From an optimization exercise on the open Yosys and OpenROAD flow, aimed at small area, a short achievable clock period and few clock cycles per item; shortcuts taken in it are not production practice. RTL that was checked went through simulation tests only; none was proved equivalent to the original. Power and IR drop assume default switching activity.

==> job 3955: inputs <==
// grid_zone_binning
module grid_zone_binning (
  input  logic                           clk,
  input  logic                           rst_n,
  input  logic                           in_tvalid,
  output logic                           in_tready,
  input  logic [55:0]                    in_tdata,
  input  logic                           in_tuser,
  output logic                           out_tvalid,
  input  logic                           out_tready,
  output logic [15:0]                    out_tdata,
  output logic [1:0]                     out_tuser,
  output logic                           out_tlast,
  input  logic                           cfg_valid,
  output logic                           cfg_ready,
  input  logic [0:0]                     cfg_index,
  input  logic [11:0]                    cfg_data
);
  logic [ZS_W-1:0] zw_r, zh_r;
  logic [11:0]     bw3_r, bh3_r, b3_new;
  logic        rdy_r, rv_r, rop_r;
  logic [3:0]  rc0_r, rr0_r;
  logic [13:0] rx1_r, ry1_r;
  logic [3:0]  c0_hit, r0_hit, c1_hit, r1_hit;
  logic [13:0] x0, y0, x1, y1;
  logic        acc;
  logic [3:0]  col_hit, row_hit;
  logic        f1v, f2v, f1op, f2op;
  logic [3:0]  f1r, f1c, f2r, f2c;
  logic        hv, hop;
  logic [3:0]  hr, hc, hcl;
  logic [3:0]  rsel, csel;
  logic        step, pop, last, last_c, hit;
  logic [1:0]  n_nxt;
  logic [15:0] sel, we, full;
  logic [3:0]  zone;
  logic [8:0]  fs, inc;
  logic [8:0]  fill_r [ZONE_COUNT];
  logic [15:0] fv_r;
  logic        ov_r, sv_r, take;
  logic [14:0] res, o_r, s_r;    
  assign cfg_ready = 1'b1;
  assign in_tready = rdy_r;
  assign acc       = in_tvalid && rdy_r;
  assign b3_new = 12'(cfg_data[SCR_W-1:2]) + {1'b0, cfg_data[SCR_W-1:2], 1'b0};
  always_ff @(posedge clk) begin
    if (!rst_n) begin
      zw_r  <= SCR_W_RESET[SCR_W-1:2];
      zh_r  <= SCR_H_RESET[SCR_W-1:2];
      bw3_r <= 12'(3 * (SCR_W_RESET / 4));
  ...
make LEC_CHECK=0 ABC_CLOCK_PERIOD_IN_PS=2400 CAP_MARGIN=20 CORE_MARGIN=2 CORE_UTILIZATION=40 PLACE_DENSITY=0.6 SETUP_SLACK_MARGIN=3.6 SLEW_MARGIN=20 finish   # period 6.0 ns
run.sh (not shown) runs the stock make flow with config.mk's settings and CLKGATE_MAP_FILE= SYNTH_SCRIPT=/design/flow/synth_recipe.tcl, a recipe that flattens the netlist after the stock synthesis.
==> inputs of job 6174, as changes to job 3955 <==
==> flow/design.v (replaced) <==
package gzb_pkg;
  localparam int GRID_COLS  = 4;
  localparam int GRID_ROWS  = 4;
  localparam int ZONE_COUNT = GRID_COLS * GRID_ROWS;
  localparam int FILL_W     = 9;     
  localparam int SCR_W      = 12;
  localparam int ZS_W       = SCR_W - 2;    
  localparam int COORD_W    = 14;
  localparam logic [SCR_W-1:0] SCR_W_RESET = SCR_W'(800);
  localparam logic [SCR_W-1:0] SCR_H_RESET = SCR_W'(600);
  localparam logic OP_CLEAR  = 1'b0;
  localparam logic OP_INSERT = 1'b1;
endpackage
import gzb_pkg::*;
module gzb_lanes (
  input  logic [gzb_pkg::ZS_W-1:0]   zs,
  input  logic [11:0]                b3,
  input  logic [11:0]                u,
  input  logic                       oor,
  output logic [3:0]                 hit
);
  logic [11:0] b [5];
  logic [4:0]  lt, le;
  assign b[0] = 12'd0;
  assign b[1] = 12'(zs);
  assign b[2] = {1'b0, zs, 1'b0};
  assign b[3] = b3;
  assign b[4] = {zs, 2'b00};
  always_comb begin
    for (int k = 0; k < 5; k++) begin
      lt[k] = u < b[k];
      le[k] = u <= b[k];
    end
    for (int k = 0; k < 4; k++)
      hit[k] = !oor && !lt[k] && le[k+1];
  end
endmodule
import gzb_pkg::*;
module grid_zone_binning (
  input  logic                           clk,
  input  logic                           rst_n,
  input  logic                           in_tvalid,
  output logic                           in_tready,
  input  logic [55:0]                    in_tdata,
  input  logic                           in_tuser,
  output logic                           out_tvalid,
  input  logic                           out_tready,
  output logic [15:0]                    out_tdata,
  output logic [1:0]                     out_tuser,
  output logic                           out_tlast,
  input  logic                           cfg_valid,
  output logic                           cfg_ready,
  input  logic [0:0]                     cfg_index,
  input  logic [11:0]                    cfg_data
);
  logic [ZS_W-1:0] zw_r, zh_r;
  logic [11:0]     bw3_r, bh3_r, b3_new;
  logic        rdy_r, rv_r, rop_r;
  logic [3:0]  rc0_r, rr0_r;
  logic [12:0] rx1_r, ry1_r;    
  logic [3:0]  c0_hit, r0_hit, c1_hit, r1_hit;
  logic [13:0] x1, y1;
  logic        acc;
  logic [3:0]  col_hit, row_hit;
  logic        f1v, f2v, f1op, f2op;
  logic [3:0]  f1r, f1c, f2r, f2c;
  logic        hv, hop;
  logic [3:0]  hr, hc, hcl;
  logic [3:0]  rsel, csel;
  logic        step, pop, popd, last, last_c, hit;
  logic        f1_ld, f2_ld;
  logic [2:0]  n_all;
  logic [3:0]  zone;
  logic        pv_r, phit_r, plast_r, pclr_r;
  logic [3:0]  pzone_r;
  logic [15:0] sel, sel_r, we;
  logic [8:0]  fs_raw, fs, inc;
  logic        same;
  logic [8:0]  fill_r [ZONE_COUNT];
  logic [15:0] fv_r;
  logic        ov_r, oclr_r, wpend_r;
  logic [14:0] res, o_r;         
  assign cfg_ready = 1'b1;
  assign in_tready = rdy_r;
  assign acc       = in_tvalid && rdy_r;
  assign b3_new = 12'(cfg_data[SCR_W-1:2]) + {1'b0, cfg_data[SCR_W-1:2], 1'b0};
  always_ff @(posedge clk) begin
    if (!rst_n) begin
      zw_r  <= SCR_W_RESET[SCR_W-1:2];
      zh_r  <= SCR_H_RESET[SCR_W-1:2];
      bw3_r <= 12'(3 * (SCR_W_RESET / 4));
      bh3_r <= 12'(3 * (SCR_H_RESET / 4));
    end else if (cfg_valid) begin
      if (cfg_index == 1'b0) begin
        zw_r  <= cfg_data[SCR_W-1:2];
        bw3_r <= b3_new;
      end else begin
        zh_r  <= cfg_data[SCR_W-1:2];
        bh3_r <= b3_new;
      end
    end
  end
  assign x1 = {in_tdata[20], in_tdata[20:8]} + 14'(in_tdata[42:34]);
  assign y1 = {in_tdata[33], in_tdata[33:21]} + 14'(in_tdata[51:43]);
  gzb_lanes u_c0 (.zs(zw_r), .b3(bw3_r), .u(in_tdata[19:8]),  .oor(in_tdata[20]), .hit(c0_hit));
  gzb_lanes u_r0 (.zs(zh_r), .b3(bh3_r), .u(in_tdata[32:21]), .oor(in_tdata[33]), .hit(r0_hit));
  always_ff @(posedge clk) begin
    rop_r <= in_tuser;
    rc0_r <= c0_hit;
    rr0_r <= r0_hit;
    rx1_r <= {x1[13] | x1[12], x1[11:0]};
    ry1_r <= {y1[13] | y1[12], y1[11:0]};
  end
  gzb_lanes u_c1 (.zs(zw_r), .b3(bw3_r), .u(rx1_r[11:0]), .oor(rx1_r[12]), .hit(c1_hit));
  gzb_lanes u_r1 (.zs(zh_r), .b3(bh3_r), .u(ry1_r[11:0]), .oor(ry1_r[12]), .hit(r1_hit));
  assign col_hit = rc0_r | c1_hit;
  assign row_hit = rr0_r | r1_hit;
  always_comb begin
    rsel = '0;
    csel = '0;
    for (int i = 3; i >= 0; i--) begin
      if (hr[i])  rsel = 4'(1) << i;
      if (hcl[i]) csel = 4'(1) << i;
    end
    for (int r = 0; r < 4; r++)
      for (int c = 0; c < 4; c++)
        sel[4*r+c] = rsel[r] && csel[c] && hit;
  end
  assign hit    = hv && hop && (hr != '0) && (hc != '0);
  assign last_c = (hcl & ~csel) == '0;
  assign last   = !hit || (last_c && ((hr & ~rsel) == '0));
  assign zone   = hit ? {rsel[3] | rsel[2], rsel[3] | rsel[1],
                         csel[3] | csel[2], csel[3] | csel[1]} : 4'd0;
  assign step   = !ov_r || out_tready;
  assign pop    = !hv || (step && last);
  assign popd   = hv && step && last;
  always_ff @(posedge clk) begin
    if (!rst_n) begin
      pv_r <= 1'b0;
    end else if (step) begin
      pv_r <= hv;
    end
  end
  always_ff @(posedge clk) begin
    if (step) begin
      phit_r  <= hit;
      plast_r <= last;
      pclr_r  <= hop == OP_CLEAR;
      pzone_r <= zone;
      sel_r   <= sel;
    end
  end
  always_comb begin
    fs_raw = '0;
    for (int z = 0; z < ZONE_COUNT; z++)
      fs_raw = fs_raw | ({9{sel_r[z] && fv_r[z]}} & fill_r[z]);
  end
  assign inc  = o_r[14] ? 9'd256 : ({1'b0, o_r[11:4]} + 9'd1);
  assign same = phit_r && ov_r && o_r[13] && (o_r[3:0] == pzone_r);
  assign fs   = (ov_r && oclr_r) ? 9'd0 : (same ? inc : fs_raw);
  assign res  = {fs[8], phit_r, plast_r, fs[7:0], pzone_r};
  always_comb begin
    for (int z = 0; z < ZONE_COUNT; z++)
      we[z] = wpend_r && o_r[13] && !o_r[14] && (o_r[3:0] == 4'(z));
  end
  assign f1_ld = popd ? (f2v || (rv_r && f1v)) : (rv_r && hv && !f1v);
  assign f2_ld = rv_r && (popd ? f2v : (f1v && !f2v));
  assign n_all = 3'(hv) + 3'(f1v) + 3'(f2v) + 3'(rv_r);
  always_ff @(posedge clk) begin
    if (!rst_n) begin
      hv  <= 1'b0;
      f1v <= 1'b0;
      f2v <= 1'b0;
    end else begin
      hv  <= pop ? (f1v || rv_r) : 1'b1;
      f1v <= pop ? (f2v || (f1v && rv_r)) : (f1v || (hv && rv_r));
      f2v <= pop ? (f2v && rv_r) : (f2v || (f1v && rv_r));
    end
  end
  always_ff @(posedge clk) begin
    if (pop) begin
      if (f1v) begin
        hop <= f1op;
        hr  <= f1r;
        hc  <= f1c;
        hcl <= f1c;
      end else begin
        hop <= rop_r;
        hr  <= row_hit;
        hc  <= col_hit;
        hcl <= col_hit;
      end
    end else if (step) begin
      if (last_c) begin
        hr  <= hr & ~rsel;
        hcl <= hc;
      end else begin
        hcl <= hcl & ~csel;
      end
    end
    if (f1_ld) begin
      f1op <= f2v ? f2op : rop_r;
      f1r  <= f2v ? f2r  : row_hit;
      f1c  <= f2v ? f2c  : col_hit;
    end
    if (f2_ld) begin
      f2op <= rop_r;
      f2r  <= row_hit;
      f2c  <= col_hit;
    end
  end
  always_ff @(posedge clk) begin
    if (!rst_n) begin
      rv_r  <= 1'b0;
      rdy_r <= 1'b0;
    end else begin
      rv_r  <= acc;
      if (acc) rdy_r <= popd ? (n_all <= 3'd2) : (n_all <= 3'd1);
      else     rdy_r <= popd ? (n_all <= 3'd3) : (n_all <= 3'd2);
    end
  end
  always_ff @(posedge clk) begin
    if (!rst_n) begin
      fv_r <= '0;
    end else if (wpend_r && oclr_r) begin
      fv_r <= '0;
    end else begin
      fv_r <= fv_r | we;
    end
  end
  always_ff @(posedge clk) begin
    for (int z = 0; z < ZONE_COUNT; z++)
      if (we[z]) fill_r[z] <= inc;
  end
  always_ff @(posedge clk) begin
    if (!rst_n) begin
      ov_r    <= 1'b0;
      wpend_r <= 1'b0;
    end else begin
      if (step) ov_r <= pv_r;
      wpend_r <= step && pv_r;
    end
  end
  always_ff @(posedge clk) begin
    if (step) begin
      o_r    <= res;
      oclr_r <= pclr_r;
    end
  end
  assign out_tvalid = ov_r;
  assign out_tdata  = {4'b0000, o_r[11:0]};
  assign out_tuser  = {o_r[14], o_r[13]};
  assign out_tlast  = o_r[12];
endmodule
==> flow/flow/run.sh (new file) <==
#!/bin/bash
# standard layout, with plain buffers (not delay cells) on the ports
set -o pipefail
export BUFFER_PORTS_ARGS="-buffer_cell sky130_fd_sc_hd__buf_2"
bash standard.sh > standard.log 2>&1
==> flow/standard.sh (new file) <==
#!/bin/bash
# synth_recipe.tcl (not shown) runs the flow's synth.tcl, then flattens the netlist and writes it again
# the make line also repeats each setting of config.mk as NAME=value (left out here)
make -C /OpenROAD-flow-scripts/flow DESIGN_CONFIG=/design/flow/config.mk WORK_HOME=/design/flow/orfs CLKGATE_MAP_FILE= SYNTH_SCRIPT=/design/flow/synth_recipe.tcl "${@:-finish}"
Settings changed: ABC_CLOCK_PERIOD_IN_PS 2400 to 2600, CTS_BUF_LIST set to sky130_fd_sc_hd__clkbuf_8, SETUP_SLACK_MARGIN 3.6 to 3.4.
removed: flow/run.sh
==> impl_results.md <==
* P_seq at 2.49 mW
* Filler cells at 3922
* EDFF count, synth at 214
* Sequential Power Share at 0.507
* Synth Area in Compound Gates at 0.169
* Clock latency at the later pin of the worst-skew pair at 590 ps
* Area-dominant cell class after layout: flip-flops and latches
* Critical Path Fanout Max at 5
* Worst Path Required at 6460 ps
* Status: no timing/DRC/antenna violations
* Post-Syn Instances at 1549
* Sequential Area at 0.00845 sq mm
* Hold Path Depth at 0
* CTS root buffer: clkbuf_8
* Levels on crit path at 6
* Clock power frac at 0.327
The numbers above come from job 6174.

==> impl_results.md <==
* Status: no timing/DRC/antenna violations
* P_seq at 2.38 mW
* Levels on crit path at 11
* Filler cells at 3623
* Clock power frac at 0.375
* Sequential Area at 0.00808 sq mm
* Final setup TNS at 0 ps
* Post-Syn Instances at 1500
* Largest regs: fill_r: 144 flops, fv_r: 16 flops
* Sequential Power Share at 0.435
* CTS root buffer: clkbuf_16
* Multi-input combinational area share at 0.444
* Hold Path Depth at 2
* Layout Nets at 1986
* Worst Path Required at 6420 ps
* Area-dominant cell class after layout: multi-input gates
* CTS Hold Bufs at 0
* Post-Syn Area per Cell at 11.2 sq um
* Worst slack, placed at 2100 ps
The numbers above come from job 3955.

Testbench counts of job 6174, summed over its fixed seeds: cycles 8,777, items 4,800.
For job 3955, only the layout was checked, not whether the RTL still works.

==> static timing again, ports no longer ideal <==
The flow's constraints put no driver on any port. The routed layouts listed below were extracted and timed again, unchanged, in two steps.
Step 1, drivers: a clkbuf_16 drives clk and a buf_2 each remaining input, both assumed.
Step 2 moves the port delays by t, midway between the first and last clock arrival at a register: inputs arrive t later, outputs are due t later. That takes back most of the time a late clock gives input paths.
Three values: no drivers, after step 1, after step 2; two values: the first two.
run	shift t [ns]	setup WS [ns]	slew at the worst register clock pin (ns)
job 3955	0.585	2.877 / 2.877 / 2.835	0.06 / 0.06
job 6174	0.631	3.391 / 3.415 / 2.786	0.07 / 0.07
After both steps setup and hold are still met in every run listed. For job 6174, which loses most, drivers alone change the setup slack by +0.024 ns; drivers and shift together by -0.605 ns.
